Context: an optimization exercise on an open-source flow, tuned for small area, a short achievable clock period and few clock cycles. The choices shown serve that exercise and are no tape-out recipe.
Where RTL was checked, it was by simulation tests only, not by an equivalence proof against the original.

Setup of main:
==> flow/design.v (excerpt) <==
module gcn_top (
    input  logic                                      clk,
    input  logic                                      rst_n,
    input  logic                                      start,
    input  logic [6-1:0][3-1:0]    edge_src,
    input  logic [6-1:0][3-1:0]    edge_dst,
    input  logic [6-1:0][5-1:0]    feat_col,
    input  logic [3-1:0][5-1:0]  weight_row,
    output logic                                      feat_re,
    output logic [4-1:0]                    feat_addr,
    output logic [6-1:0][2-1:0]   y,
    output logic                                      done
);
Size: about 4300 cells after synthesis, ~100 I/O pins.
make LEC_CHECK=0 ABC_CLOCK_PERIOD_IN_PS=3000 CAP_MARGIN=20 CORE_MARGIN=2 CORE_UTILIZATION=40 CTS_BUF_LIST=sky130_fd_sc_hd__clkbuf_8 CTS_CLUSTER_DIAMETER=60 CTS_CLUSTER_SIZE=16 SETUP_SLACK_MARGIN=4.2 SLEW_MARGIN=20 SYNTH_HIERARCHICAL=1 finish   # period 7.5 ns
run.sh (not shown) runs the stock make flow with config.mk's settings and CLKGATE_MAP_FILE= SYNTH_SCRIPT=/design/flow/synth_recipe.tcl, a recipe that flattens the netlist after the stock synthesis.
No stage failed in main, and the final checks on the layout all came back clean.
Testbench counts of main, summed over its fixed seeds: cycles 8,064.
### main -> the feature branch
Settings: swapping 4.2 for 4.0 in SETUP_SLACK_MARGIN.
### Flow results
Measured against each other, the feature branch and main differ in global-route wire length before repair, the higher figure coming from main. | area growth from synthesis to final layout | higher: main |.


== v11 ==
gcn_top, a different RTL version from the one above (not shown whole).
Size: about 4700 cells after synthesis, ~0.043 mm^2 of cells after synthesis.
Settings: LEC_CHECK=0, ABC_CLOCK_PERIOD_IN_PS=3000, CAP_MARGIN=20, CORE_MARGIN=2, CORE_UTILIZATION=40, CTS_BUF_LIST=sky130_fd_sc_hd__clkbuf_8, CTS_CLUSTER_DIAMETER=60, CTS_CLUSTER_SIZE=16, PLACE_DENSITY=0.75, SETUP_SLACK_MARGIN=4.4, SLEW_MARGIN=20, SYNTH_HIERARCHICAL=1; clock period 7.5 ns.
### v11 -> v29
# v11
export LEC_CHECK = 0
export ABC_CLOCK_PERIOD_IN_PS = 3000
export CAP_MARGIN = 20
export CORE_MARGIN = 2
export CORE_UTILIZATION = 40
export CTS_BUF_LIST = sky130_fd_sc_hd__clkbuf_8
export CTS_CLUSTER_DIAMETER = 60
export CTS_CLUSTER_SIZE = 16
export PLACE_DENSITY = 0.75
export SETUP_SLACK_MARGIN = 4.4
export SLEW_MARGIN = 20
export SYNTH_HIERARCHICAL = 1
create_clock -name core_clock -period 7.5 [get_ports {clk}]
# v29
export LEC_CHECK = 0
export ABC_CLOCK_PERIOD_IN_PS = 3000
export CAP_MARGIN = 20
export CORE_MARGIN = 2
export CORE_UTILIZATION = 40
export CTS_BUF_LIST = sky130_fd_sc_hd__clkbuf_8
export CTS_CLUSTER_DIAMETER = 60
export CTS_CLUSTER_SIZE = 16
export PLACE_DENSITY = 0.75
export SETUP_SLACK_MARGIN = 4.3
export SLEW_MARGIN = 20
export SYNTH_HIERARCHICAL = 1
create_clock -name core_clock -period 7.5 [get_ports {clk}]
## What came out
- v29 reached the final stage; the timing, design-rule and antenna checks on its layout passed.
- Relative to v11, net count reported at finish decreased by 64 in v29.
- Against v11, fmax in v29 came out worse.
- Delta (v29 minus v11): global-route usage neither gained nor lost much; via density per instance rose about 0.34%; global-route wire length before repair about even.
The inputs of v32 differ from those of v29 as listed below.
# v29
export LEC_CHECK = 0
export ABC_CLOCK_PERIOD_IN_PS = 3000
export CAP_MARGIN = 20
export CORE_MARGIN = 2
export CORE_UTILIZATION = 40
export CTS_BUF_LIST = sky130_fd_sc_hd__clkbuf_8
export CTS_CLUSTER_DIAMETER = 60
export CTS_CLUSTER_SIZE = 16
export PLACE_DENSITY = 0.75
export SETUP_SLACK_MARGIN = 4.3
export SLEW_MARGIN = 20
export SYNTH_HIERARCHICAL = 1
create_clock -name core_clock -period 7.5 [get_ports {clk}]
# v32
export LEC_CHECK = 0
export ABC_CLOCK_PERIOD_IN_PS = 3000
export CAP_MARGIN = 20
export CORE_MARGIN = 2
export CORE_UTILIZATION = 40
export CTS_BUF_LIST = sky130_fd_sc_hd__clkbuf_8
export CTS_CLUSTER_DIAMETER = 60
export CTS_CLUSTER_SIZE = 16
export SETUP_SLACK_MARGIN = 4.3
export SLEW_MARGIN = 20
export SYNTH_HIERARCHICAL = 1
create_clock -name core_clock -period 7.5 [get_ports {clk}]
--- outcome ---
- Cell area: v32 and v29 compared, higher one is v29
- Global-route wire length before repair for v32: 1.4% up relative to v29
- i_adj.tri_r[3] as the critical path launch point was reported by v32, and i_seq.cnt[0] by v29.
- From v29 to v32 the numbers moved as follows: first-iteration DRC count down 20%, number of port buffers roughly the same.
No run of this note included a check of the RTL's function; only the layout flow was run.


juniper:
Another version of the RTL of gcn_top (not shown whole).
For scale: about 4200 cells after synthesis, ~100 I/O pins, about 41000 um2 of cells after synthesis.
make LEC_CHECK=0 CAP_MARGIN=20 CORE_MARGIN=2 CORE_UTILIZATION=40 SETUP_SLACK_MARGIN=5 SLEW_MARGIN=20 SYNTH_HIERARCHICAL=1 finish   # period 7.5 ns
Testbench counts of juniper, summed over its fixed seeds: cycles 8,064.
Changes in violet relative to juniper:
- a change of SETUP_SLACK_MARGIN from 5 to 4.0
### Flow results
In violet, the post-detailed-routing wire length came out about 16% below the value in juniper.
Against juniper, violet reports a area after detailed placement that is lower.
Where final area is concerned, juniper is outperformed by violet.
Looking at half-perimeter wire length of the detailed placement result, violet sits 6.0% below juniper.
On weighted congestion reported at the end of routability-driven placement, the higher figure sits with juniper, not violet.
The maximum single-stage delay on the critical path of violet is lower than that of juniper.
Input-level comparison between onyx and violet:
- changing SETUP_SLACK_MARGIN from 4.0 to 3
==> comparison <==
- Relative to violet, post-cts resize count has decreased by 126 in onyx.
- Going from violet to onyx, the part of the cycle the worst path needs was found to have gone up by 8.2 points.
- Summary — global routing usage summed across all routing layers, onyx relative to violet: lower, by 1.3 points.
- onyx against violet; post-detailed-placement half-perimeter wirelength is up slightly.
- [onyx] clock buffer instance count of the final layout fell 6.8% relative to violet
- onyx completed every stage of the flow, and the final layout passed the timing, design-rule and antenna checks.

-- afterwards: timing with drivers on the ports --
The results above use ideal ports. As a check the final layouts listed here were re-extracted and re-timed, cells and wires unchanged. Step 1: set_driving_cell puts a clkbuf_16 on clk and a buf_2 on each other input, an assumption about the parent block. Step 2 also shifts input and output timing later by t, the mid clock arrival at the registers, as if the neighbouring blocks saw the same clock. a / b / c = ideal ports / drivers / drivers and shift; a / b = the first two.
run	t, ns	setup WS [ns]	worst hold slack (ns)	clock arrival spread, ns
main	0.760	4.099 / 4.099 / 3.544	0.366 / 0.366 / 0.366	0.039 / 0.038
the feature branch	0.754	4.098 / 4.032 / 3.607	0.370 / 0.370 / 0.370	0.038 / 0.038
v11	0.801	4.433 / 4.431 / 3.900	0.487 / 0.487 / 0.487	0.039 / 0.039
v29	0.803	4.346 / 4.283 / 3.886	0.492 / 0.492 / 0.492	0.034 / 0.035
v32	0.798	4.376 / 4.317 / 3.818	0.482 / 0.482 / 0.482	0.031 / 0.031
juniper	0.722	3.973 / 3.973 / 3.973	0.325 / 0.325 / 0.325	0.050 / 0.050
violet	0.702	3.895 / 3.895 / 3.538	0.324 / 0.324 / 0.324	0.034 / 0.033
onyx	0.682	3.280 / 3.280 / 3.280	0.326 / 0.326 / 0.326	0.033 / 0.032
After both steps setup and hold are still met in every run listed. For v32, which loses most, drivers alone change the setup slack by -0.059 ns; drivers and shift together by -0.558 ns.
